What follows belongs to an exercise in optimizing a design on an open flow for a short achievable clock period and few clock cycles per item; a production flow would make more cautious choices. At most, simulation tests tie the RTL to the original design; equivalence was not proved. For runs 3 and 4, only the layout was checked, not whether the RTL still works. No activity file was given, so power comes from the tool's default toggle rates.

==> design/flow/design.v <==
package lc4_pkg;
  typedef enum logic [3:0] {
    OP_BR    = 4'h0,
    OP_ARITH = 4'h1,
    OP_LOGIC = 4'h5,
    OP_LDR   = 4'h6,
    OP_STR   = 4'h7,
    OP_CONST = 4'h9,
    OP_JMP   = 4'hc
  } opcode_e;
  typedef enum logic [2:0] {
    ALU_ADD,       
    ALU_SUB,
    ALU_AND,
    ALU_PASS_IMM,  
    ALU_ADDR       
  } alu_op_e;
  typedef struct packed {
    logic [2:0] rd;
    logic [2:0] rs;
    logic [2:0] rt;
    logic       rs_re;
    logic       rt_re;      
    logic       rf_we;      
    logic       is_load;
    logic       is_store;
    logic       is_branch;
    logic       is_jump;
    alu_op_e    alu_op;
    logic [2:0] br_nzp;
  } ctrl_t;
  typedef struct packed {
    logic        valid;
    logic [15:0] pc;
    logic [15:0] insn;
    ctrl_t       ctrl;
    logic [15:0] imm;
    logic [15:0] rs_data;
    logic [15:0] rt_data;
  } dx_t;
  typedef struct packed {
    logic        valid;
    logic [15:0] pc;
    logic [15:0] insn;
    ctrl_t       ctrl;
    logic [15:0] result;      
    logic [2:0]  nzp;
    logic [15:0] store_data;
  } xm_t;
  typedef struct packed {
    logic        valid;
    logic [15:0] pc;
    logic [15:0] insn;
    ctrl_t       ctrl;
    logic [15:0] result;      
    logic [2:0]  nzp;         
  } mw_t;
  typedef struct packed {
    logic        we;
    logic [15:0] addr;
    logic [15:0] wdata;
  } dmem_req_t;
  typedef struct packed {
    logic        valid;
    logic [15:0] pc;
    logic [15:0] insn;
    logic        rf_we;
    logic [2:0]  wsel;
    logic [15:0] wdata;
    logic        nzp_we;
    logic [2:0]  nzp;
  } trace_t;
  function automatic logic [2:0] nzp_of(input logic [15:0] value);
    nzp_of = {value[15], value == 16'h0000, !value[15] && (value != 16'h0000)};
  endfunction
endpackage
`timescale 1ns/1ps
module lc4_decoder (
  input  logic [15:0]    i_insn,
  output lc4_pkg::ctrl_t o_ctrl,
  output logic [15:0]    o_imm
);
  always_comb begin
    o_ctrl        = '0;             
    o_ctrl.alu_op = lc4_pkg::ALU_ADD;
    o_ctrl.rd     = i_insn[11:9];
    o_ctrl.rs     = i_insn[8:6];
    o_ctrl.rt     = i_insn[2:0];
    o_imm         = '0;
    case (i_insn[15:12])
      lc4_pkg::OP_BR: begin
        o_ctrl.is_branch = 1'b1;
        o_ctrl.br_nzp    = i_insn[11:9];               
        o_imm            = {{7{i_insn[8]}}, i_insn[8:0]};
      end
      lc4_pkg::OP_ARITH: begin
        if (i_insn[5]) begin                           
          o_ctrl.rs_re = 1'b1;
          o_ctrl.rf_we = 1'b1;
          o_imm        = {{11{i_insn[4]}}, i_insn[4:0]};
        end else if (i_insn[5:3] == 3'b000 || i_insn[5:3] == 3'b010) begin
          o_ctrl.rs_re  = 1'b1;
          o_ctrl.rt_re  = 1'b1;
          o_ctrl.rf_we  = 1'b1;
          o_ctrl.alu_op = i_insn[4] ? lc4_pkg::ALU_SUB : lc4_pkg::ALU_ADD;
        end
      end
      lc4_pkg::OP_LOGIC: begin
        if (i_insn[5]) begin                           
          o_ctrl.rs_re  = 1'b1;
          o_ctrl.rf_we  = 1'b1;
          o_ctrl.alu_op = lc4_pkg::ALU_AND;
          o_imm         = {{11{i_insn[4]}}, i_insn[4:0]};
        end else if (i_insn[5:3] == 3'b000) begin
          o_ctrl.rs_re  = 1'b1;
          o_ctrl.rt_re  = 1'b1;
          o_ctrl.rf_we  = 1'b1;
          o_ctrl.alu_op = lc4_pkg::ALU_AND;
        end
      end
      lc4_pkg::OP_LDR: begin
        o_ctrl.rs_re   = 1'b1;                         
        o_ctrl.rf_we   = 1'b1;
        o_ctrl.is_load = 1'b1;
        o_ctrl.alu_op  = lc4_pkg::ALU_ADDR;
        o_imm          = {{10{i_insn[5]}}, i_insn[5:0]};
      end
      lc4_pkg::OP_STR: begin
        o_ctrl.rs_re    = 1'b1;
        o_ctrl.rt_re    = 1'b1;
        o_ctrl.rt       = i_insn[11:9];                
        o_ctrl.is_store = 1'b1;
        o_ctrl.alu_op   = lc4_pkg::ALU_ADDR;
        o_imm           = {{10{i_insn[5]}}, i_insn[5:0]};
      end
      lc4_pkg::OP_CONST: begin
        o_ctrl.rf_we  = 1'b1;
        o_ctrl.alu_op = lc4_pkg::ALU_PASS_IMM;
        o_imm         = {{7{i_insn[8]}}, i_insn[8:0]};
      end
      lc4_pkg::OP_JMP: begin
        if (i_insn[11]) begin                          
          o_ctrl.is_jump = 1'b1;
          o_imm          = {{5{i_insn[10]}}, i_insn[10:0]};
        end
      end
      default: ;
    endcase
  end
endmodule
`timescale 1ns/1ps
module lc4_regfile (
  input  logic                   gwe,
  input  logic                   i_reset,
  input  logic [2:0]             i_rs_sel,
  input  logic [2:0]             i_rt_sel,
  output logic [16-1:0] o_rs_data,
  output logic [16-1:0] o_rt_data,
  input  logic [2:0]             i_wsel,
  input  logic [16-1:0] i_wdata,
  input  logic                   i_we,
  input  logic [2:0]             i_nzp,
  input  logic                   i_nzp_we,
  output logic [2:0]             o_nzp
);
  logic [16-1:0] regs [8];
  logic [2:0]             nzp_q;
  always_ff @(posedge gwe) begin
    if (i_reset) begin
      for (int i = 0; i < 8; i++) regs[i] <= '0;
    end else if (i_we) begin
      regs[i_wsel] <= i_wdata;
    end
  end
  always_ff @(posedge gwe) begin
    if (i_reset) begin
      nzp_q <= 3'b000;
    end else if (i_nzp_we) begin
      nzp_q <= i_nzp;
    end
  end
  assign o_rs_data = (i_we && i_wsel == i_rs_sel) ? i_wdata : regs[i_rs_sel];
  assign o_rt_data = (i_we && i_wsel == i_rt_sel) ? i_wdata : regs[i_rt_sel];
  assign o_nzp     = nzp_q;
endmodule
`timescale 1ns/1ps
module lc4_execute (
  input  lc4_pkg::dx_t           i_dx,
  input  lc4_pkg::xm_t           i_xm,         
  input  logic [2:0]             i_mw_wsel,
  input  logic                   i_mw_we,
  input  logic [16-1:0] i_mw_result,
  input  logic [2:0]             i_mw_nzp,
  input  logic [2:0]             i_nzp,        
  output logic [16-1:0] o_result,
  output logic [2:0]             o_nzp,
  output logic [16-1:0] o_store_data,
  output logic                   o_redirect,
  output logic [16-1:0] o_target
);
  logic                   m_we;
  logic [16-1:0] a_op;
  logic [16-1:0] rt_val;
  logic [16-1:0] b_op;
  logic [2:0]             br_src;
  logic                   taken;
  function automatic logic [16-1:0] pick(input logic [2:0] sel,
                                                  input logic [16-1:0] rdata);
    if (m_we && i_xm.ctrl.rd == sel) begin
      pick = i_xm.result;
    end else if (i_mw_we && i_mw_wsel == sel) begin
      pick = i_mw_result;
    end else begin
      pick = rdata;
    end
  endfunction
  assign m_we   = i_xm.valid && i_xm.ctrl.rf_we;
  always_comb begin
    a_op   = pick(i_dx.ctrl.rs, i_dx.rs_data);
    rt_val = pick(i_dx.ctrl.rt, i_dx.rt_data);
  end
  assign b_op   = i_dx.ctrl.rt_re ? rt_val : i_dx.imm;    
  always_comb begin
    case (i_dx.ctrl.alu_op)
      lc4_pkg::ALU_SUB:      o_result = a_op - b_op;
      lc4_pkg::ALU_AND:      o_result = a_op & b_op;
      lc4_pkg::ALU_PASS_IMM: o_result = i_dx.imm;
      lc4_pkg::ALU_ADDR:     o_result = a_op + i_dx.imm;    
      default:               o_result = a_op + b_op;
    endcase
  end
  assign o_nzp        = lc4_pkg::nzp_of(o_result);
  assign o_store_data = rt_val;                             
  always_comb begin
    if (m_we) begin
      br_src = i_xm.nzp;
    end else if (i_mw_we) begin
      br_src = i_mw_nzp;
    end else begin
      br_src = i_nzp;
    end
  end
  assign taken      = |(i_dx.ctrl.br_nzp & br_src);
  assign o_redirect = i_dx.valid && ((i_dx.ctrl.is_branch && taken) || i_dx.ctrl.is_jump);
  assign o_target   = i_dx.pc + 16'd1 + i_dx.imm;           
endmodule
`timescale 1ns/1ps
module lc4_core (
  input  logic                   gwe,
  input  logic                   i_reset,
  output logic [16-1:0] o_imem_addr,
  input  logic [16-1:0] i_imem_data,
  output logic                   o_dmem_we,
  output logic [16-1:0] o_dmem_addr,
  output logic [16-1:0] o_dmem_wdata,
  input  logic [16-1:0] i_dmem_rdata,
  output logic                   o_trace_valid,
  output logic [16-1:0] o_trace_pc,
  output logic [16-1:0] o_trace_insn,
  output logic                   o_trace_rf_we,
  output logic [2:0]             o_trace_wsel,
  output logic [16-1:0] o_trace_wdata,
  output logic                   o_trace_nzp_we,
  output logic [2:0]             o_trace_nzp
);
  function automatic logic [2:0] nzp_of(input logic [15:0] v);
    nzp_of = {v[15], v == 16'h0000, !v[15] && (v != 16'h0000)};
  endfunction
  logic [15:0] pc_q;
  logic        btb_v   [32];
  logic [10:0] btb_tag [32];
  logic [15:0] btb_tgt [32];
  logic [1:0]  btb_ctr [32];
  logic        u_en;
  logic [4:0]  u_idx;
  logic        u_alloc;
  logic [10:0] u_tag;
  logic [15:0] u_tgt;
  logic [1:0]  u_ctr;
  logic        fd_valid;
  logic [15:0] fd_pc;
  logic [15:0] fd_insn;
  logic        fd_pt;        
  logic        fd_tagok;     
  logic [1:0]  fd_ctr;
  logic        dx_valid;
  logic [15:0] dx_pc;
  logic [15:0] dx_insn;
  logic [2:0]  dx_rd;
  logic        dx_we;        
  logic        dx_ld;
  logic        dx_sub;
  logic        dx_and;
  logic        dx_const;
  logic        dx_rt_re;
  logic        dx_fwd_a;     
  logic        dx_fwd_b;     
  logic [15:0] dx_rs;
  logic [15:0] dx_rt;
  logic [15:0] dx_imm;
  logic        dx_mwe;       
  logic [15:0] dx_addr;
  logic [15:0] dx_wdata;
  logic        dx_br;        
  logic        dx_jmp;       
  logic [2:0]  dx_mask;
  logic        dx_pt;        
  logic        dx_tagok;
  logic [1:0]  dx_ctr;
  logic [15:0] dx_target;
  logic [15:0] dx_pc1;
  logic        w_valid;
  logic        w_wr;
  logic [2:0]  w_rd;
  logic [15:0] w_res;
  logic [15:0] w_pc;
  logic [15:0] w_insn;
  logic [15:0] rf [8];
  logic [2:0]  nzp_q;
  logic        t_valid;
  logic [15:0] t_pc;
  logic [15:0] t_insn;
  logic        t_we;
  logic [2:0]  t_rd;
  logic [15:0] t_res;
  logic [2:0]  t_nzp;
  logic [4:0]  f_idx;
  logic        f_pt;
  logic        f_tagok;
  logic [15:0] pc_next;
  logic        x_mispred;
  logic [15:0] x_fix_pc;
  logic        d_redir;
  logic [15:0] d_redir_pc;
  logic        d_stall;
  assign o_imem_addr = pc_q;
  assign f_idx   = pc_q[4:0];
  assign f_pt    = btb_ctr[f_idx][1];
  assign f_tagok = btb_v[f_idx] && (btb_tag[f_idx] == pc_q[15:5]);
  always_comb begin
    if (x_mispred)     pc_next = x_fix_pc;
    else if (d_redir)  pc_next = d_redir_pc;
    else if (d_stall)  pc_next = pc_q;
    else if (f_pt)     pc_next = btb_tgt[f_idx];
    else               pc_next = pc_q + 16'd1;
  end
  always_ff @(posedge gwe) begin
    if (i_reset) begin
      pc_q     <= 16'h8200;
      fd_valid <= 1'b0;
    end else begin
      pc_q <= pc_next;
      if (x_mispred || d_redir) fd_valid <= 1'b0;
      else if (!d_stall)        fd_valid <= 1'b1;
    end
  end
  always_ff @(posedge gwe) begin
    if (!d_stall) begin
      fd_pc    <= pc_q;
      fd_insn  <= i_imem_data;
      fd_pt    <= f_pt;
      fd_tagok <= f_tagok;
      fd_ctr   <= btb_ctr[f_idx];
    end
  end
  always_ff @(posedge gwe) begin
    if (i_reset) begin
      for (int i = 0; i < 32; i++) begin
        btb_v[i]   <= 1'b0;
        btb_ctr[i] <= 2'b00;
      end
    end else if (u_en) begin
      btb_ctr[u_idx] <= u_ctr;
      if (u_alloc) btb_v[u_idx] <= 1'b1;
    end
  end
  always_ff @(posedge gwe) begin
    if (u_en && u_alloc) begin
      btb_tag[u_idx] <= u_tag;
      btb_tgt[u_idx] <= u_tgt;
    end
  end
  logic [3:0]  d_op;
  logic        d_br_any, d_jmp_any;
  logic        d_add_rr, d_sub_rr, d_add_ri, d_and_rr, d_and_ri;
  logic        d_ld, d_st, d_const;
  logic        d_we, d_rs_re, d_rt_re;
  logic [2:0]  d_rs, d_rt, d_rd;
  logic [15:0] d_imm;
  logic [15:0] d_rs_val, d_rt_val;
  logic        d_br, d_jmp;
  logic        d_want;
  logic [15:0] d_pc1, d_target, d_off;
  assign d_op      = fd_insn[15:12];
  assign d_br_any  = (d_op == 4'h0);
  assign d_jmp_any = (d_op == 4'hc) && fd_insn[11];
  assign d_add_rr  = (d_op == 4'h1) && (fd_insn[5:3] == 3'b000);
  assign d_sub_rr  = (d_op == 4'h1) && (fd_insn[5:3] == 3'b010);
  assign d_add_ri  = (d_op == 4'h1) && fd_insn[5];
  assign d_and_rr  = (d_op == 4'h5) && (fd_insn[5:3] == 3'b000);
  assign d_and_ri  = (d_op == 4'h5) && fd_insn[5];
  assign d_ld      = (d_op == 4'h6);
  assign d_st      = (d_op == 4'h7);
  assign d_const   = (d_op == 4'h9);
  assign d_we      = d_add_rr || d_sub_rr || d_add_ri || d_and_rr || d_and_ri || d_ld || d_const;
  assign d_rt_re   = d_add_rr || d_sub_rr || d_and_rr;
  assign d_rs_re   = d_rt_re || d_add_ri || d_and_ri || d_ld || d_st;
  assign d_rd      = fd_insn[11:9];
  assign d_rs      = fd_insn[8:6];
  assign d_rt      = d_st ? fd_insn[11:9] : fd_insn[2:0];
  always_comb begin
    if (d_const)           d_imm = {{7{fd_insn[8]}}, fd_insn[8:0]};
    else if (d_ld || d_st) d_imm = {{10{fd_insn[5]}}, fd_insn[5:0]};
    else                   d_imm = {{11{fd_insn[4]}}, fd_insn[4:0]};
  end
  assign d_rs_val = (w_wr && w_rd == d_rs) ? w_res : rf[d_rs];
  assign d_rt_val = (w_wr && w_rd == d_rt) ? w_res : rf[d_rt];
  assign d_stall = fd_valid && dx_valid && dx_we &&
                   (((d_ld || d_st) && dx_rd == d_rs) || (d_st && dx_rd == fd_insn[11:9]));
  assign d_br   = d_br_any && (fd_insn[11:9] != 3'b000) && (fd_insn[8:0] != 9'h000);
  assign d_jmp  = d_jmp_any && (fd_insn[10:0] != 11'h000);
  assign d_off  = d_jmp_any ? {{5{fd_insn[10]}}, fd_insn[10:0]} : {{7{fd_insn[8]}}, fd_insn[8:0]};
  assign d_pc1  = fd_pc + 16'd1;
  assign d_target = d_pc1 + d_off;
  logic d_btb_good;
  assign d_btb_good = fd_pt && fd_tagok;
  assign d_want     = d_jmp || (d_br && fd_insn[8]);
  assign d_redir    = fd_valid && !d_stall && !d_btb_good && (d_want || fd_pt);
  assign d_redir_pc = d_want ? d_target : d_pc1;
  always_ff @(posedge gwe) begin
    if (i_reset) begin
      dx_valid <= 1'b0;
      dx_mwe   <= 1'b0;
      dx_we    <= 1'b0;
    end else begin
      dx_valid <= fd_valid && !x_mispred && !d_stall;
      dx_mwe   <= fd_valid && !x_mispred && !d_stall && d_st;
      dx_we    <= fd_valid && !x_mispred && !d_stall && d_we;
    end
  end
  always_ff @(posedge gwe) begin
    dx_pc     <= fd_pc;
    dx_insn   <= fd_insn;
    dx_rd     <= d_rd;
    dx_ld     <= d_ld;
    dx_sub    <= d_sub_rr;
    dx_and    <= d_and_rr || d_and_ri;
    dx_const  <= d_const;
    dx_rt_re  <= d_rt_re;
    dx_fwd_a  <= dx_valid && dx_we && (dx_rd == d_rs);
    dx_fwd_b  <= dx_valid && dx_we && (dx_rd == d_rt);
    dx_rs     <= d_rs_val;
    dx_rt     <= d_rt_val;
    dx_imm    <= d_imm;
    dx_addr   <= d_rs_val + d_imm;
    dx_wdata  <= d_rt_val;
    dx_br     <= d_br;
    dx_jmp    <= d_jmp;
    dx_mask   <= fd_insn[11:9];
    dx_pt     <= d_btb_good || d_want;
    dx_tagok  <= fd_tagok;
    dx_ctr    <= fd_ctr;
    dx_target <= d_target;
    dx_pc1    <= d_pc1;
  end
  logic [15:0] x_a, x_b, x_sum, x_result;
  logic [2:0]  x_nzp;
  logic        x_taken;
  assign x_a   = dx_fwd_a ? w_res : dx_rs;
  assign x_b   = dx_rt_re ? (dx_fwd_b ? w_res : dx_rt) : dx_imm;
  assign x_sum = x_a + (dx_sub ? ~x_b : x_b) + {15'd0, dx_sub};
  always_comb begin
    if (dx_ld)         x_result = i_dmem_rdata;
    else if (dx_const) x_result = dx_imm;
    else if (dx_and)   x_result = x_a & x_b;
    else               x_result = x_sum;
  end
  assign x_nzp     = w_wr ? nzp_of(w_res) : nzp_q;
  assign x_taken   = |(dx_mask & x_nzp);
  assign x_mispred = dx_valid && dx_br && (x_taken != dx_pt);
  assign x_fix_pc  = x_taken ? dx_target : dx_pc1;
  assign o_dmem_we    = dx_mwe;
  assign o_dmem_addr  = dx_addr;
  assign o_dmem_wdata = dx_wdata;
  always_ff @(posedge gwe) begin
    if (i_reset) begin
      u_en <= 1'b0;
    end else begin
      u_en <= dx_valid && (dx_jmp || (dx_br && (x_taken || dx_tagok)));
    end
  end
  always_ff @(posedge gwe) begin
    u_idx   <= dx_pc[4:0];
    u_tag   <= dx_pc[15:5];
    u_tgt   <= dx_target;
    u_alloc <= dx_jmp || x_taken;
    if (dx_jmp)
      u_ctr <= 2'b11;
    else if (x_taken)
      u_ctr <= !dx_tagok ? 2'b10 : (dx_ctr == 2'b11 ? 2'b11 : dx_ctr + 2'd1);
    else
      u_ctr <= (dx_ctr == 2'b00) ? 2'b00 : dx_ctr - 2'd1;
  end
  always_ff @(posedge gwe) begin
    if (i_reset) begin
      w_valid <= 1'b0;
      w_wr    <= 1'b0;
    end else begin
      w_valid <= dx_valid;
      w_wr    <= dx_valid && dx_we;
    end
  end
  always_ff @(posedge gwe) begin
    w_rd   <= dx_rd;
    w_res  <= x_result;
    w_pc   <= dx_pc;
    w_insn <= dx_insn;
  end
  always_ff @(posedge gwe) begin
    if (w_wr && !i_reset) rf[w_rd] <= w_res;
  end
  always_ff @(posedge gwe) begin
    if (i_reset)   nzp_q <= 3'b000;
    else if (w_wr) nzp_q <= nzp_of(w_res);
  end
  always_ff @(posedge gwe) begin
    if (i_reset) begin
      t_valid <= 1'b0;
      t_we    <= 1'b0;
    end else begin
      t_valid <= w_valid;
      t_we    <= w_wr;
    end
  end
  always_ff @(posedge gwe) begin
    t_pc   <= w_pc;
    t_insn <= w_insn;
    t_rd   <= w_rd;
    t_res  <= w_res;
    t_nzp  <= nzp_of(w_res);
  end
  assign o_trace_valid  = t_valid;
  assign o_trace_pc     = t_pc;
  assign o_trace_insn   = t_insn;
  assign o_trace_rf_we  = t_we;
  assign o_trace_wsel   = t_rd;
  assign o_trace_wdata  = t_res;
  assign o_trace_nzp_we = t_we;
  assign o_trace_nzp    = t_nzp;
endmodule
==> design/flow/run.sh <==
#!/bin/bash
# synth_recipe.tcl (not shown) runs the flow's synth.tcl, then flattens the netlist and writes it again
# the make line also repeats each setting of config.mk as NAME=value (left out here)
make -C /OpenROAD-flow-scripts/flow DESIGN_CONFIG=/design/flow/config.mk WORK_HOME=/design/flow/orfs CLKGATE_MAP_FILE= SYNTH_SCRIPT=/design/flow/synth_recipe.tcl finish
==> design/flow/config.mk <==
export PLATFORM = sky130hd
export DESIGN_NAME = lc4_core
export DESIGN_NICKNAME = lc4_core
export VERILOG_FILES = /design/flow/design.v
export SDC_FILE = /design/flow/constraint.sdc
export NUM_CORES = 4
export LEC_CHECK = 0
export ABC_CLOCK_PERIOD_IN_PS = 2000
export CAP_MARGIN = 20
export CORE_MARGIN = 2
export CORE_UTILIZATION = 30
export SETUP_SLACK_MARGIN = 4.5
export SLEW_MARGIN = 20
export TNS_END_PERCENT = 100
==> design/flow/constraint.sdc <==
create_clock -name core_clock -period 7.5 [get_ports {gwe}]
set_input_delay 1.5000 -clock core_clock [delete_from_list [all_inputs] [get_ports {gwe}]]
set_output_delay 1.5000 -clock core_clock [all_outputs]
set_load 0.01 [all_outputs]
==> results.yml, run 1 <==
cts:
  htree_levels: 4
  cts_tree: "yes"
  numCtsBuffers: 142
  holdBufCountCts: 0
  clkSinkCount: 1405
  clock_path_buffers: 3
  worstSkewPairLatency_ns: 0.78
  clk_pin_slew_ns: 0.07
  root_buffer: "clkbuf_16"
global_route:
  grt_usage_pct: 17.1
  grt_pass1_vias: 31200
  grt_pass1_wl_mm: 234
  overflow: 0
  antenna_found_initial: 13
  grt_max_degree: 65
final_layout:
  utilization_pct: 37.5
  layout-drive-gt1-share_pct: 33.8
  layout_commonest_cell: "edfxtp_1"
  area_growth_pct: 24.3
  final_nets: 3656
  n_antenna_cell: 0
  mostFrequentLayoutCells: "1091 x edfxtp_1, 356 x mux4_2, 248 x dfxtp_1"
  final_cells: 6168
route:
  drc: 0
  routedWlPerCell_um: 27.3
  totalWireLength_mm: 169
  drt-initial-drc-count: 3842
  postRouteAntennaNets: 0
  vias: 32300
  via_per_inst: 5.23
  firstDrtPassIters: 6
timing:
  hold_viol: 0
  skew_ns: 0.0440
  drv_slew: 0
  max_slew.worst_pin.slew_ns: 1.08
  slew_headroom_pct: 28.2
  clock.fmax_mhz: 292
  min_period_over_period_pct: 45.7
  setup_violations: 0
  rsz0062_at_grt: "true"
  final.min_clock_period_ns: 3.42
  fin_tns_setup_ns: 0
power_and_ir_drop:
  ir_worst_vdd_v: 0.000204
  power_density_nw_per_um2: 349
  totalPowerFinal_uw: 24200
  p_leak_uw: 0.0229
synthesis:
  synth_ff_type: "edfxtp_1"
  async_flop_share_pct: 0
  yosys_warnings: 1
  synth.avg_cell_area_um2: 17.7
  synth-seq-cells: 1405
  synthCells: 3160
  synth_nets: 3243
  synth.distinct_cells: 80
  yosysSeqAreaShare_pct: 69.9
  synth_enable_flop_cells: 1091
  synth.cell_area_um2: 55800
die:
  ios: 140
  die_h_um: 435
  core-area_um2: 185000
  start_util_pct: 30.2
  dieArea_um2: 190000
  die_w_um: 435
  rows: 158
setup_path:
  cp_max_fo: 4
  arrival_ns: 4.15
  worstSetupEndpointType: "register"
  cp_data_required_time_ns: 8.22
  setup.worst_path.start_class: "register"
  critPathKind: "reg -> reg"
place:
  placed_cells: 5692
  gp_congestion: 0.836
  io_buffers: 139
  dp_hpwl_mm: 91.0
run_status:
  status: "finished clean"
run:
  maxCapViolCount: 0
hold_path:
  hp-class: "reg -> reg"
## cells by family (layout without fill, tap and decap cells)
kind of cell               Yosys count  after routing  synth area share (%)
adders and majority gates           49             49                  1.14
DFF                               1405           1405                  69.9
and+or+nand+nor                    573            573                  4.57
muxes                              494            494                  17.2
xor gates and xnor gates           105            105                  1.65
buffers and inverters              217            744                  1.93
AOI/OAI and AO/OA                  317            318                  3.62
## stage by stage
| step | cell area (µm²) | setup slack [ns] | hold WS, ns |
|---|---|---|---|
| floorplan | 56000 | 4.17 | 0.310 |
| global placement | 60500 | 2.97 | 0.311 |
| detailed placement | 60500 | 3.03 | 0.312 |
| CTS | 68000 | 4.04 | 0.314 |
| global route | 69400 | 3.98 | 0.320 |
| finish | 69400 | 4.08 | 0.311 |
## where the power goes
group          switching [µW]  internal, µW  leakage, µW
logic                    3070          3200      0.00791
registers                1150          9540       0.0126
clock network            3040          4200      0.00232
## repair_timing
| action | in CTS | in global routing |
|---|---|---|
| buffers inserted | 140 | 50 |
| pin swaps | 67 | 105 |
| gates resized for setup | 470 | 173 |
| gates cloned | 15 | 12 |
| setup endpoints to repair | 487 | 86 |
## per-layer routing
metal  vias to the layer above  wire, µm  GRT usage (%)
met4                        12      5420           5.63
li1                      13300         -              -
met2                      1670     81600           28.1
met5                         -        75              0
met1                     17000     67500           23.1
met3                       292     14100           2.75
## synthesized netlist by cell type (27+ instances only)
cell type | n | area [µm²]
xor2_1 | 33 | 289
nand3_1 | 37 | 185
xnor2_1 | 72 | 631
ha_1 | 46 | 576
dfxtp_1 | 314 | 6290
inv_1 | 46 | 173
mux2_2 | 27 | 304
buf_2 | 31 | 155
edfxtp_1 | 1091 | 32800
mux4_2 | 352 | 7930
nor2_1 | 275 | 1030
o21ai_0 | 70 | 350
o21bai_1 | 34 | 255
nand2_1 | 127 | 477
clkbuf_1 | 78 | 293
mux2i_1 | 101 | 1010
a21oi_1 | 79 | 395
## registers in the layout (all words and copies together), names as in the netlist, 9 cells and up, named ones only
| register | count |
|---|---|
| dx_pc | 16 |
| btb_v | 32 |
| u_tgt | 16 |
| dx_addr | 16 |
| dx_imm | 9 |
| btb_ctr | 64 |
| dx_pc1 | 16 |
| pc_q | 16 |
| t_insn | 14 |
| w_insn | 16 |
| btb_tag | 352 |
| t_pc | 16 |
| rf | 128 |
| fd_pc | 16 |
| dx_rs | 16 |
| t_res | 16 |
| fd_insn | 16 |
| dx_insn | 9 |
| btb_tgt | 512 |
| u_tag | 10 |
| dx_wdata | 16 |
| w_res | 16 |
| dx_target | 16 |
## area by class of cell
type	count	area (µm²)
clock buffer	201	4050
tap	2480	3100
timing repair buffer	438	4660
inverter	47	180
sequential	1405	39200
clock inverter	58	714
multi-input combinational	1539	17500
fill	16900	116000
## final timing paths
| kind | from | endpoint | slack [ns] | cells after the start |
|---|---|---|---|---|
| max | register | dx_addr[14] | 4.08 | 17 |
| min | dx_pc[1] | u_idx[1] | 0.31 | 0 |
| max reg2reg | register | dx_addr[14] | 4.08 | 17 |
| min reg2reg | dx_pc[1] | u_idx[1] | 0.31 | 0 |
## critical path, cell delays in order, from the launching register on
cell	delay (ns)
dfxtp_4	0.39
buf_12	0.12
mux4_2	0.50
mux2i_2	0.20
a21oi_2	0.09
ha_2	0.19
inv_2	0.05
fa_2	0.18
nor2b_1	0.06
o21ai_2	0.18
a21boi_2	0.10
o21ai_2	0.16
a21oi_2	0.08
o21ai_2	0.19
a21oi_2	0.10
o21ba_4	0.23
or4b_4	0.48
nand3_2	0.07
Testbench counts, summed over its fixed seeds: cycles 22,502, insns 20,801.
==> inputs of run 2 (changes only) <==
==> design/flow/config.mk (replaced) <==
export PLATFORM = sky130hd
export DESIGN_NAME = lc4_core
export DESIGN_NICKNAME = lc4_core
export VERILOG_FILES = /design/flow/design.v
export SDC_FILE = /design/flow/constraint.sdc
export NUM_CORES = 4
export LEC_CHECK = 0
export ABC_CLOCK_PERIOD_IN_PS = 2500
export CAP_MARGIN = 20
export CORE_MARGIN = 2
export CORE_UTILIZATION = 40
export SETUP_SLACK_MARGIN = 5
export SLEW_MARGIN = 20
==> run 2 against run 1 <==
Cell area increased by 1.3%. Sequential share of layout area decreased by 0.60 points. Clock power increased by 2.8%. Largest cell class unchanged.
==> results.yml, run 2 <==
global_route:
  grt_pass1_wl_mm: 229
  antenna_found_initial: 2
  grt_pass1_vias: 31100
  overflow: 0
  grt_usage_pct: 22.8
  grt_max_degree: 61
timing:
  clock.fmax_mhz: 296
  skew_ns: 0.0268
  holdWs_ns: 0.320
  final.min_clock_period_ns: 3.38
  rsz0062_at_grt: "true"
  max_slew.worst_pin.slew_ns: 1.13
  fin_tns_setup_ns: 0
  setup_violations: 0
  min_period_over_period_pct: 45.0
  hold_viol: 0
  fin_ws_ns: 4.12
  slew_headroom_pct: 24.4
  drv_slew: 0
route:
  routedWlPerCell_um: 29.5
  drc: 0
  drt-initial-drc-count: 3793
  firstDrtPassIters: 5
  vias: 32400
  totalWireLength_mm: 166
  postRouteAntennaNets: 0
  via_per_inst: 5.75
final_layout:
  fillers: 11200
  mostFrequentLayoutCells: "1091 x edfxtp_1, 359 x mux4_2, 223 x nor2_1"
  layout-drive-gt1-share_pct: 39.7
  reg_top3: "btb_tgt x512, btb_tag x352, rf x128"
  utilization_pct: 50.6
  area_growth_pct: 25.9
  top_register: "btb_tgt"
  largest_reg_flops: 512
  final_area_um2: 70300
  final_nets: 3722
  layout_commonest_cell: "edfxtp_1"
synthesis:
  synth_nets: 3243
  yosys_warnings: 1
  synth_enable_flop_cells: 1091
  async_flop_share_pct: 0
  ys_top_cells_by_count: "1091 x edfxtp_1, 352 x mux4_2, 314 x dfxtp_1"
  synthCells: 3160
  synth.cell_area_um2: 55800
  yosys.area.top_type: "edfxtp_1"
  synth-seq-cells: 1405
  yosysSeqAreaShare_pct: 69.9
  synth.distinct_cells: 80
  ys_top_cells_by_area: "edfxtp_1 59%, mux4_2 14%, dfxtp_1 11%"
  synth.avg_cell_area_um2: 17.7
  synth_ff_type: "edfxtp_1"
  synth_top_cell_area_share_pct: 58.7
  yosys.cell_count.top_type: "edfxtp_1"
setup_path:
  arrival_ns: 4.09
  cp_data_required_time_ns: 8.21
  cp_max_fo: 16
  setup.worst_path.start_class: "register"
  critPathKind: "reg -> reg"
  worstSetupEndpointType: "register"
die:
  start_util_pct: 40.2
  die_h_um: 378
  ios: 140
  rows: 137
  die_w_um: 378
  dieArea_um2: 143000
  core-area_um2: 139000
place:
  dp_hpwl_mm: 84.2
  placed_area_um2: 60000
  place_ws_ns: 3.27
  io_buffers: 139
  gp_congestion: 0.831
cts:
  numCtsBuffers: 146
  holdBufCountCts: 0
  clock_path_buffers: 3
  clkSinkCount: 1405
  clk_pin_slew_ns: 0.06
  worstSkewPairLatency_ns: 0.79
  htree_levels: 4
  root_buffer: "clkbuf_16"
  cts_tree: "yes"
hold_path:
  hp-class: "reg -> reg"
power_and_ir_drop:
  power_density_nw_per_um2: 355
  ir_worst_vdd_v: 0.000260
  p_leak_uw: 0.0236
run:
  maxCapViolCount: 0
run_status:
  status: "finished clean"
## run 2: repair_timing
item                                     CTS  global route
cloned                                    22            12
resized for setup                        918           237
setup buffers                            164            88
endpoints found under the setup margin  1295           575
pin swaps                                 93           102
## run 2: routing by layer
metal  part of all wire (%)  vias to the layer above  wire length (µm)  global-route usage [%]
met5                 0.0078                        -                13                       0
li1                       -                    13500                 -                       -
met4                    3.8                        2              6340                    8.70
met3                    8.8                      305             14600                    4.56
met2                     47                     1646             78700                    36.2
met1                     40                    17000             66700                    30.9
## run 2: kinds of logic after synthesis
group	Yosys count	share of synthesized area [%]
fa+ha+maj	49	1.14
compound gates	317	3.62
mux	494	17.2
flops	1405	69.9
xor+xnor	105	1.65
buf+inv	217	1.93
simple gates	573	4.57
## run 2: path summary, 6_finish.rpt
path	from	endpoint	slack, ns	cells past startpoint
hold / removal	w_insn[1]	t_insn[1]	0.32	0
setup reg to reg	register	dx_addr[14]	4.12	12
hold reg to reg	w_insn[1]	t_insn[1]	0.32	0
setup / recovery	register	dx_addr[14]	4.12	12
## run 2: critical path: stages (launching register included)
cell and delay [ns]:
dfxtp_4 0.36, buf_6 0.12, buf_4 0.12, bufbuf_16 0.32
mux4_2 0.52, mux2i_1 0.18, a21oi_1 0.17, ha_1 0.35
or2_2 0.32, a21oi_1 0.14, o21ba_4 0.18, or4b_4 0.47
nand3_2 0.07
## run 2: metrics by stage
| step | instances | power (µW) |
|---|---|---|
| after CTS | 5541 | 24400 |
| after global routing | 5641 | 25800 |
| final | 5643 | 25000 |
| after floorplan | 3160 | 13800 |
| after global placement | 5081 | 15400 |
| after detailed placement | 5081 | 15500 |
## run 2: where the power goes
group | internal (µW) | leakage, µW | switching (µW)
clock network | 4340 | 0.00242 | 3100
registers | 9560 | 0.0127 | 1090
logic | 3630 | 0.00854 | 3250
total | 17500 | 0.0236 | 7440
## run 2: area by class of cell
cell class / instances / area [µm²] / area share (%)
inverters: 47 / 189 / 0.269
diodes: 2 / 5.00 / 0.00712
repair buffers: 499 / 5620 / 7.99
clock buffers: 207 / 4140 / 5.88
flip-flops and latches: 1405 / 39300 / 55.9
well taps: 1876 / 2350 / 3.34
multi-input cells: 1540 / 17900 / 25.4
clock inverters: 67 / 832 / 1.18
==> inputs of run 3 (changes only) <==
--- a/design/flow/design.v
+++ b/design/flow/design.v
@@ -285,2 +285,5 @@
   logic [1:0]  fd_ctr;
+  logic [15:0] fd_pc1;
+  logic [15:0] fd_rsv;       
+  logic [15:0] fd_rtv;
   logic        dx_valid;
@@ -330,2 +333,5 @@
   logic [15:0] pc_next;
+  logic [15:0] f_pc1;
+  logic [2:0]  f_rs, f_rt;
+  logic [15:0] d_rs_val, d_rt_val;
   logic        x_mispred;
@@ -335,3 +341,9 @@
   logic        d_stall;
+  logic [15:0] x_a, x_b, x_sum, x_result;
+  logic [2:0]  x_nzp;
+  logic        x_taken;
   assign o_imem_addr = pc_q;
+  lc4_add16 u_pc_inc (.i_a(pc_q), .i_b(16'd0), .i_c(1'b1), .o_s(f_pc1));
+  assign f_rs = i_imem_data[8:6];
+  assign f_rt = (i_imem_data[15:12] == 4'h7) ? i_imem_data[11:9] : i_imem_data[2:0];
   assign f_idx   = pc_q[4:0];
@@ -344,3 +356,3 @@
     else if (f_pt)     pc_next = btb_tgt[f_idx];
-    else               pc_next = pc_q + 16'd1;
+    else               pc_next = f_pc1;
   end
@@ -363,2 +375,3 @@
       fd_ctr   <= btb_ctr[f_idx];
+      fd_pc1   <= f_pc1;
     end
@@ -366,2 +379,6 @@
   always_ff @(posedge gwe) begin
+    fd_rsv <= d_stall ? d_rs_val : rf[f_rs];
+    fd_rtv <= d_stall ? d_rt_val : rf[f_rt];
+  end
+  always_ff @(posedge gwe) begin
     if (i_reset) begin
@@ -389,6 +406,5 @@
   logic [15:0] d_imm;
-  logic [15:0] d_rs_val, d_rt_val;
   logic        d_br, d_jmp;
   logic        d_want;
-  logic [15:0] d_pc1, d_target, d_off;
+  logic [15:0] d_pc1, d_target, d_off, d_addr;
   assign d_op      = fd_insn[15:12];
@@ -415,6 +431,13 @@
   end
-  assign d_rs_val = (w_wr && w_rd == d_rs) ? w_res : rf[d_rs];
-  assign d_rt_val = (w_wr && w_rd == d_rt) ? w_res : rf[d_rt];
-  assign d_stall = fd_valid && dx_valid && dx_we &&
-                   (((d_ld || d_st) && dx_rd == d_rs) || (d_st && dx_rd == fd_insn[11:9]));
+  always_comb begin
+    if (w_wr && w_rd == d_rs)      d_rs_val = w_res;
+    else if (t_we && t_rd == d_rs) d_rs_val = t_res;
+    else                           d_rs_val = fd_rsv;
+    if (w_wr && w_rd == d_rt)      d_rt_val = w_res;
+    else if (t_we && t_rd == d_rt) d_rt_val = t_res;
+    else                           d_rt_val = fd_rtv;
+  end
+  logic d_fwd_st;
+  assign d_stall  = fd_valid && dx_we && (d_ld || d_st) && (dx_rd == d_rs);
+  assign d_fwd_st = dx_we && (dx_rd == d_rt);
   assign d_br   = d_br_any && (fd_insn[11:9] != 3'b000) && (fd_insn[8:0] != 9'h000);
@@ -422,9 +445,13 @@
   assign d_off  = d_jmp_any ? {{5{fd_insn[10]}}, fd_insn[10:0]} : {{7{fd_insn[8]}}, fd_insn[8:0]};
-  assign d_pc1  = fd_pc + 16'd1;
-  assign d_target = d_pc1 + d_off;
-  logic d_btb_good;
+  assign d_pc1  = fd_pc1;
+  lc4_add16 u_target (.i_a(fd_pc1), .i_b(d_off), .i_c(1'b0), .o_s(d_target));
+  logic d_btb_good, d_known, d_taken, d_pt;
   assign d_btb_good = fd_pt && fd_tagok;
+  assign d_known    = !dx_we;
+  assign d_taken    = |(fd_insn[11:9] & x_nzp);
   assign d_want     = d_jmp || (d_br && fd_insn[8]);
-  assign d_redir    = fd_valid && !d_stall && !d_btb_good && (d_want || fd_pt);
-  assign d_redir_pc = d_want ? d_target : d_pc1;
+  assign d_pt       = (d_br && d_known) ? d_taken : (d_btb_good || d_want);
+  assign d_redir    = fd_valid && !d_stall && (d_pt ? !d_btb_good : fd_pt);
+  assign d_redir_pc = d_pt ? d_target : d_pc1;
+  lc4_add16 u_agu (.i_a(d_rs_val), .i_b(d_imm), .i_c(1'b0), .o_s(d_addr));
   always_ff @(posedge gwe) begin
@@ -454,4 +481,4 @@
     dx_imm    <= d_imm;
-    dx_addr   <= d_rs_val + d_imm;
-    dx_wdata  <= d_rt_val;
+    dx_addr   <= d_addr;
+    dx_wdata  <= d_fwd_st ? x_result : d_rt_val;
     dx_br     <= d_br;
@@ -459,3 +486,3 @@
     dx_mask   <= fd_insn[11:9];
-    dx_pt     <= d_btb_good || d_want;
+    dx_pt     <= d_pt;
     dx_tagok  <= fd_tagok;
@@ -465,8 +492,5 @@
   end
-  logic [15:0] x_a, x_b, x_sum, x_result;
-  logic [2:0]  x_nzp;
-  logic        x_taken;
   assign x_a   = dx_fwd_a ? w_res : dx_rs;
   assign x_b   = dx_rt_re ? (dx_fwd_b ? w_res : dx_rt) : dx_imm;
-  assign x_sum = x_a + (dx_sub ? ~x_b : x_b) + {15'd0, dx_sub};
+  lc4_add16 u_alu (.i_a(x_a), .i_b(dx_sub ? ~x_b : x_b), .i_c(dx_sub), .o_s(x_sum));
   always_comb begin
@@ -550 +574,35 @@
 endmodule
+module lc4_add16 (
+  input  logic [15:0] i_a,
+  input  logic [15:0] i_b,
+  input  logic        i_c,
+  output logic [15:0] o_s
+);
+  logic [15:0] p0, g0;
+  logic [15:0] p1, g1, p2, g2, p3, g3, p4, g4;
+  logic [15:0] c;
+  always_comb begin
+    p0 = i_a ^ i_b;
+    g0 = i_a & i_b;
+    g0[0] = (i_a[0] & i_b[0]) | (p0[0] & i_c);
+    for (int i = 0; i < 16; i++) begin
+      if (i >= 1) begin g1[i] = g0[i] | (p0[i] & g0[i-1]); p1[i] = p0[i] & p0[i-1]; end
+      else        begin g1[i] = g0[i];                      p1[i] = p0[i]; end
+    end
+    for (int i = 0; i < 16; i++) begin
+      if (i >= 2) begin g2[i] = g1[i] | (p1[i] & g1[i-2]); p2[i] = p1[i] & p1[i-2]; end
+      else        begin g2[i] = g1[i];                      p2[i] = p1[i]; end
+    end
+    for (int i = 0; i < 16; i++) begin
+      if (i >= 4) begin g3[i] = g2[i] | (p2[i] & g2[i-4]); p3[i] = p2[i] & p2[i-4]; end
+      else        begin g3[i] = g2[i];                      p3[i] = p2[i]; end
+    end
+    for (int i = 0; i < 16; i++) begin
+      if (i >= 8) begin g4[i] = g3[i] | (p3[i] & g3[i-8]); p4[i] = p3[i] & p3[i-8]; end
+      else        begin g4[i] = g3[i];                      p4[i] = p3[i]; end
+    end
+    c[0] = i_c;
+    for (int i = 1; i < 16; i++) c[i] = g4[i-1];
+    o_s = p0 ^ c;
+  end
+endmodule
--- a/design/flow/config.mk
+++ b/design/flow/config.mk
@@ -7,7 +7,8 @@
 export LEC_CHECK = 0
-export ABC_CLOCK_PERIOD_IN_PS = 2500
+export ABC_CLOCK_PERIOD_IN_PS = 2000
 export CAP_MARGIN = 20
 export CORE_MARGIN = 2
-export CORE_UTILIZATION = 40
+export CORE_UTILIZATION = 35
 export SETUP_SLACK_MARGIN = 5
 export SLEW_MARGIN = 20
+export TNS_END_PERCENT = 100
==> run 3 against run 2 <==
Synthesized cell count is 8.7% higher. Sequential power increased by 4%. Non-clock buffer count increased by 34. First-iteration DRC count grew 6.9%. Worst setup slack worse by 0.086 ns. Clock power rose by 2%. Combinational power down 15%. Worst hold slack got worse by 0.021 ns. Largest cell class unchanged. Largest power group unchanged.
==> results.yml, run 3 <==
route:
  drc: 0
  via_per_inst: 5.46
  totalWireLength_mm: 173
  routedWlPerCell_um: 27.7
  vias: 34200
  firstDrtPassIters: 27
  drt-initial-drc-count: 4054
  postRouteAntennaNets: 0
timing:
  fin_tns_setup_ns: 0
  slew_headroom_pct: 27.3
  rsz0062_at_grt: "true"
  clock.fmax_mhz: 289
  holdWs_ns: 0.299
  min_period_over_period_pct: 46.2
  skew_ns: 0.0619
  drv_slew: 0
  max_slew.worst_pin.slew_ns: 1.09
  hold_viol: 0
  setup_violations: 0
  fin_ws_ns: 4.04
  final.min_clock_period_ns: 3.46
setup_path:
  timing.reg2reg.setup_slack_ns: 4.04
  arrival_ns: 4.16
  ff2ff_path_depth: 14
  crit_family: "simple AND/OR/NAND/NOR gates"
  setup.worst_path.start_class: "register"
  worstSetupEndpointType: "register"
  critPathMaxStageDelay_ns: 0.52
  cp_data_required_time_ns: 8.19
  r2r-end: "pc_q[15]"
  worst-path-buf-inv: 2
  cp_max_fo: 6
  critPathSlowestCell: "edfxtp_1"
  critPathKind: "reg -> reg"
  reg2reg_from: "fd_insn[15]"
  crit_chain: "buf_6, and3_4, and3_4, nor2_4, inv_4, ha_4, or3_4, a2111o_1, and4b_1, a311oi_4, nand2_1, xnor2_1, mux2i_1, a221oi_1"
  crit_top_cell: "and3_4"
synthesis:
  ys_top_cells_by_count: "1107 x edfxtp_1, 359 x dfxtp_1, 315 x mux4_2"
  synth.cell_area_um2: 58100
  synth_ff_type: "edfxtp_1"
  synth_top_cell_area_share_pct: 57.2
  ys_top_cells_by_area: "edfxtp_1 57%, dfxtp_1 12%, mux4_2 12%"
  yosys_warnings: 2
  synthCells: 3436
  synth_nets: 3519
  synth.distinct_cells: 85
  synth-seq-cells: 1466
  yosys.area.top_type: "edfxtp_1"
  synth.avg_cell_area_um2: 16.9
  yosys.cell_count.top_type: "edfxtp_1"
  synth_enable_flop_cells: 1107
  yosysSeqAreaShare_pct: 69.6
  async_flop_share_pct: 0
cts:
  root_buffer: "clkbuf_16"
  worstSkewPairLatency_ns: 0.80
  htree_levels: 4
  clk_pin_slew_ns: 0.06
  cts_tree: "yes"
  clock_path_buffers: 3
  numCtsBuffers: 151
  clkSinkCount: 1466
die:
  rows: 149
  ios: 140
  start_util_pct: 35.2
  die_h_um: 411
  die_w_um: 411
  dieArea_um2: 169000
  core-area_um2: 165000
global_route:
  grt_max_degree: 67
  antenna_found_initial: 7
  grt_pass1_wl_mm: 244
  grt_usage_pct: 20.0
  overflow: 0
  grt_pass1_vias: 33900
final_layout:
  largest_reg_flops: 512
  top_register: "btb_tgt"
  utilization_pct: 44.5
  layout-drive-gt1-share_pct: 37.1
  layout_commonest_cell: "edfxtp_1"
  final_nets: 4022
  mostFrequentLayoutCells: "1107 x edfxtp_1, 315 x mux4_2, 253 x dfxtp_1"
  reg_top3: "btb_tgt x512, btb_tag x352, rf x128"
  area_growth_pct: 26.2
power_and_ir_drop:
  p_int_uw: 17200
  ir_worst_vdd_v: 0.000281
  p_leak_uw: 0.0251
  power.share.switching_pct: 29.7
  p_clk_share_pct: 30.9
  power_switching_uw: 7280
  comb_power_share_pct: 23.9
  power_density_nw_per_um2: 334
  p_seq_share_pct: 45.2
place:
  dp_hpwl_mm: 88.4
  gp_congestion: 0.829
  io_buffers: 139
  place_ws_ns: 2.47
hold_path:
  min-delay-start: "dx_pc[2]"
  whs_path_depth: 0
  hp-class: "reg -> reg"
  holdPathEnd: "u_idx[2]"
run:
  maxCapViolCount: 0
run_status:
  status: "finished clean"
[run 3: cell type report]
type | count | area [µm²]
clock buffer | 201 | 4180
inverter | 59 | 272
tap | 2189 | 2740
timing repair buffer | 533 | 6060
timing repair inverter | 2 | 17.5
clock inverter | 80 | 855
fill | 14100 | 91600
sequential | 1466 | 40700
multi-input combinational | 1726 | 18600
antenna | 2 | 5.00
[run 3: what timing repair did]
item	4_1_cts	5_1_grt
hold endpoints to repair	0	0
setup buffers	234	50
endpoints found under the setup margin	1247	391
hold buffers	0	0
resized for setup	1025	144
pin swaps	107	74
gates cloned	33	3
[run 3: kinds of logic (layout without fill, tap and decap cells)]
| logic type | Yosys count | in the layout | synth area share, % |
|---|---|---|---|
| flops | 1466 | 1466 | 69.6 |
| fa+ha+maj | 49 | 49 | 1.09 |
| compound gates | 430 | 432 | 5.05 |
| xor+xnor | 92 | 92 | 1.39 |
| simple gates | 616 | 617 | 4.81 |
| other cells | 0 | 2 | 0 |
| buf+inv | 247 | 875 | 1.97 |
| mux | 536 | 536 | 16.1 |
[run 3: through the flow]
step	power (µW)	cells	cell area (µm²)
floorplan	14000	3436	59000
global placement	15600	5654	62700
detailed placement	15700	5654	62700
CTS	24400	6202	72200
global route	25400	6256	73400
finish	24500	6258	73400
[run 3: how the worst max path moves through the flow]
stage / from / end / slack, ns / depth (start not counted)
6_report: fd_insn[15] / pc_q[15] / 4.04 / 14
5_1_grt: fd_insn[7] / pc_q[15] / 3.87 / 16
4_1_cts: fd_insn[6] / dx_addr[15] / 4.08 / 18
3_5_place_dp: i_imem_data[15] / fd_rtv[3] / 2.47 / 8
3_3_place_gp: i_imem_data[15] / fd_rtv[14] / 2.50 / 8
2_1_floorplan: i_imem_data[15] / fd_rtv[5] / 4.14 / 7
[run 3: per-layer routing]
layer,share of wire (%),global-route usage (%),routed length [µm],vias to the layer above
li1,-,-,-,14500
met1,40,26.7,69100,17800
met4,3.4,6.70,5880,6
met5,0.017,0,30,-
met3,8.8,4.39,15200,308
met2,48,32.5,83100,1547
[run 3: power by group through the flow]
stage	Combinational [µW]	Clock [µW]	Sequential [µW]
2_1_floorplan	3240	0	10700
3_3_place_gp	4370	0	11300
3_5_place_dp	4380	0	11300
4_1_cts	5630	7690	11100
5_1_grt	6180	8010	11200
6_report	5850	7580	11100
==> inputs of run 4 (changes only) <==
--- a/design/flow/design.v
+++ b/design/flow/design.v
@@ -329,2 +329,4 @@
   logic [2:0]  t_nzp;
+  logic rst_q;
+  always_ff @(posedge gwe) rst_q <= i_reset;
   logic [4:0]  f_idx;
@@ -383,3 +385,3 @@
   always_ff @(posedge gwe) begin
-    if (i_reset) begin
+    if (rst_q) begin
       for (int i = 0; i < 32; i++) begin
@@ -457,5 +459,4 @@
   always_ff @(posedge gwe) begin
-    if (i_reset) begin
+    if (rst_q) begin
       dx_valid <= 1'b0;
-      dx_mwe   <= 1'b0;
       dx_we    <= 1'b0;
@@ -463,3 +464,2 @@
       dx_valid <= fd_valid && !x_mispred && !d_stall;
-      dx_mwe   <= fd_valid && !x_mispred && !d_stall && d_st;
       dx_we    <= fd_valid && !x_mispred && !d_stall && d_we;
@@ -468,2 +468,6 @@
   always_ff @(posedge gwe) begin
+    if (i_reset) dx_mwe <= 1'b0;
+    else         dx_mwe <= fd_valid && !x_mispred && !d_stall && d_st;
+  end
+  always_ff @(posedge gwe) begin
     dx_pc     <= fd_pc;
@@ -509,3 +513,3 @@
   always_ff @(posedge gwe) begin
-    if (i_reset) begin
+    if (rst_q) begin
       u_en <= 1'b0;
@@ -528,3 +532,3 @@
   always_ff @(posedge gwe) begin
-    if (i_reset) begin
+    if (rst_q) begin
       w_valid <= 1'b0;
@@ -543,6 +547,6 @@
   always_ff @(posedge gwe) begin
-    if (w_wr && !i_reset) rf[w_rd] <= w_res;
+    if (w_wr) rf[w_rd] <= w_res;
   end
   always_ff @(posedge gwe) begin
-    if (i_reset)   nzp_q <= 3'b000;
+    if (rst_q)     nzp_q <= 3'b000;
     else if (w_wr) nzp_q <= nzp_of(w_res);
@@ -550,9 +554,8 @@
   always_ff @(posedge gwe) begin
-    if (i_reset) begin
-      t_valid <= 1'b0;
-      t_we    <= 1'b0;
-    end else begin
-      t_valid <= w_valid;
-      t_we    <= w_wr;
-    end
+    if (i_reset) t_valid <= 1'b0;
+    else         t_valid <= w_valid;
+  end
+  always_ff @(posedge gwe) begin
+    if (rst_q) t_we <= 1'b0;
+    else       t_we <= w_wr;
   end
--- a/design/flow/config.mk
+++ b/design/flow/config.mk
@@ -11,2 +11,4 @@
 export CORE_UTILIZATION = 35
+export CTS_CLUSTER_DIAMETER = 100
+export CTS_CLUSTER_SIZE = 30
 export SETUP_SLACK_MARGIN = 5
==> run 4 against run 3 <==
Register-to-register slack worse by 0.11 ns. Synthesized cell count down 0.81%. Sequential cell count increased by 1.
==> results.yml, run 4 <==
route:
  totalWireLength_mm: 169
  postRouteAntennaNets: 0
  drc: 0
  routedWlPerCell_um: 27.8
  firstDrtPassIters: 5
  vias: 33300
  drt-initial-drc-count: 3647
  via_per_inst: 5.47
global_route:
  grt_pass1_wl_mm: 236
  antenna_found_initial: 7
  grt_pass1_vias: 32200
  grt_usage_pct: 19.4
  grt_max_degree: 76
  overflow: 0
place:
  io_buffers: 139
  gp_congestion: 0.842
  dp_hpwl_mm: 91.2
  placed_cells: 5635
final_layout:
  regArea_um2: 40700
  area_growth_pct: 21.1
  mostFrequentLayoutCells: "1107 x edfxtp_1, 316 x mux4_2, 260 x buf_4"
  largest_reg_flops: 512
  reg_top3: "btb_tgt x512, btb_tag x352, rf x128"
  layout-drive-gt1-share_pct: 35.7
  layout_commonest_cell: "edfxtp_1"
  fillers: 14500
  final_nets: 3933
  final_cells: 6090
  top_register: "btb_tgt"
  utilization_pct: 42.6
  multiInputGateArea_um2: 18300
setup_path:
  critPathSlowestCell: "edfxtp_1"
  setup.worst_path.start_class: "register"
  arrival_ns: 4.24
  critPathKind: "reg -> reg"
  crit_top_cell: "a21oi_2"
  crit_family: "compound AO/OA/AOI/OAI gates"
  worstSetupEndpointType: "register"
  worst-path-buf-inv: 4
  critPathMaxStageDelay_ns: 0.51
  cp_data_required_time_ns: 8.16
  crit_chain: "xnor2_2, nand4_1, buf_12, buf_12, mux2i_1, nand2_1, o21ai_4, inv_2, ha_4, a21o_1, a21oi_2, o21ai_2, a21oi_2, o21a_1, o21ai_2, o41ai_4, buf_4, o2111ai_2, a21oi_2, xnor2_1"
  cp_max_fo: 4
timing:
  min_period_over_period_pct: 47.6
  drv_slew: 0
  rsz0062_at_grt: "true"
  max_slew.worst_pin.slew_ns: 1.09
  holdWs_ns: 0.308
  clock.fmax_mhz: 280
  fin_tns_setup_ns: 0
  final.min_clock_period_ns: 3.57
  setup_violations: 0
  slew_headroom_pct: 27.2
  hold_viol: 0
  skew_ns: 0.0722
synthesis:
  synth.distinct_cells: 78
  ys_top_cells_by_area: "edfxtp_1 57%, dfxtp_1 12%, mux4_2 12%"
  yosys.area.top_type: "edfxtp_1"
  synth_ff_type: "edfxtp_1"
  synth_enable_flop_cells: 1107
  synth.cell_area_um2: 57800
  async_flop_share_pct: 0
  synth-seq-cells: 1467
  yosys_warnings: 2
  synth_top_cell_area_share_pct: 57.5
  synth.avg_cell_area_um2: 17.0
  synthCells: 3408
  yosys.cell_count.top_type: "edfxtp_1"
  synth_nets: 3491
  ys_top_cells_by_count: "1107 x edfxtp_1, 360 x dfxtp_1, 316 x mux4_2"
  yosysSeqAreaShare_pct: 70.0
power_and_ir_drop:
  totalPowerFinal_uw: 21400
  ir_worst_vdd_v: 0.000233
  p_leak_uw: 0.0235
  power_density_nw_per_um2: 305
run:
  maxCapViolCount: 0
die:
  die_h_um: 410
  start_util_pct: 35.2
  ios: 140
  rows: 149
  dieArea_um2: 168000
  die_w_um: 410
  core-area_um2: 164000
cts:
  cts_tree: "yes"
  numCtsBuffers: 57
  htree_levels: 2
  clock_path_buffers: 3
  worstSkewPairLatency_ns: 0.77
  clkSinkCount: 1467
  root_buffer: "clkbuf_16"
  clk_pin_slew_ns: 0.12
  holdBufCountCts: 0
hold_path:
  hp-class: "reg -> reg"
run_status:
  status: "finished clean"
run 4: cell count changes after synthesis, moves of 10 or more:
| cell | delta |
|---|---|
| nand2_1 | +26 |
| o21ai_0 | +20 |
| clkbuf_1 | +19 |
| a21oi_1 | -16 |
| o21a_1 | -11 |
| mux2i_1 | +10 |
run 4: layout make-up:
cell class	count	area share, %
multi-input combinational	1710	26.1
clock inverter	11	0.306
sequential	1467	58.2
inverter	50	0.295
tap	2189	3.91
timing repair buffer	564	8.86
antenna	2	0.00715
clock buffer	97	2.28
run 4: final timing paths:
kind / to / slack, ns / depth (start not counted) / start
max reg2reg: dx_addr[15] / 3.93 / 20 / fd_insn[6]
max: dx_addr[15] / 3.93 / 20 / fd_insn[6]
min: t_insn[14] / 0.31 / 0 / w_insn[14]
min reg2reg: t_insn[14] / 0.31 / 0 / w_insn[14]
run 4: layer usage:
layer | track usage [%] | wire [µm] | vias to the layer above
li1 | - | - | 14100
met1 | 26.6 | 70100 | 17600
met2 | 32.7 | 83200 | 1319
met3 | 2.53 | 11500 | 208
met4 | 4.61 | 4480 | 2
met5 | 0 | 13 | -
run 4: report_power, final:
group          internal (µW)  total [µW]  switching [µW]
Combinational           3100        6170            3060
Clock                   1560        4100            2550
Sequential             10000       11100            1090
Total                  14700       21400            6710
run 4: timing repair:
action                                  4_1_cts  5_1_grt
pin swaps                                   143      100
resized for setup                          1033      174
endpoints found under the setup margin     1007      339
buffers inserted                            244       74
cloned                                       18        9
run 4: cell families (layout without fill, tap and decap cells):
group / after synthesis / in the layout / synth area share (%)
AO/OA/AOI/OAI: 402 / 402 / 4.59
XOR/XNOR: 94 / 94 / 1.42
adder cells (fa/ha/maj): 49 / 49 / 1.10
buffers and inverters: 234 / 722 / 1.79
flip-flops: 1467 / 1467 / 70.0
multiplexers: 547 / 547 / 16.4
other: 0 / 2 / 0
AND/OR/NAND/NOR: 615 / 618 / 4.73
run 4: per-stage QoR:
| stage | instance area, µm² | setup WS [ns] |
|---|---|---|
| 3_5_place_dp | 62400 | 2.52 |
| 5_1_grt | 70000 | 3.77 |
| 2_1_floorplan | 58800 | 3.96 |
| 3_3_place_gp | 62400 | 2.47 |
| 4_1_cts | 68500 | 3.90 |
| 6_report | 70000 | 3.93 |

==> afterwards: timing with drivers on the ports <==
The flow's constraints put no driver on any port. The routed layouts listed below were extracted and timed again, unchanged, in two steps. Step 1: set_driving_cell puts a clkbuf_16 on gwe and a buf_2 on each other input, an assumption about the parent block. Step 2 times the ports against the registers' clock, not the clock port: input delays grow and output delays shrink by t, the midpoint of the rising clock arrivals with the driver on. a / b / c = ideal ports / drivers / drivers and shift; a / b = the first two.
| run | t (ns) | setup slack, ns | pins driven straight from the clock port |
|---|---|---|---|
| run 1 | 0.839 | 4.075 / 4.075 / 3.892 | 1 |
| run 2 | 0.846 | 4.123 / 4.123 / 4.123 | 1 |
| run 3 | 0.851 | 4.037 / 4.037 / 3.918 | 1 |
| run 4 | 0.811 | 3.929 / 3.929 / 3.929 | 1 |
After both steps every run listed still meets setup and hold. For run 1, which loses most, drivers alone change the setup slack by 0.000 ns; drivers and shift together by -0.183 ns.
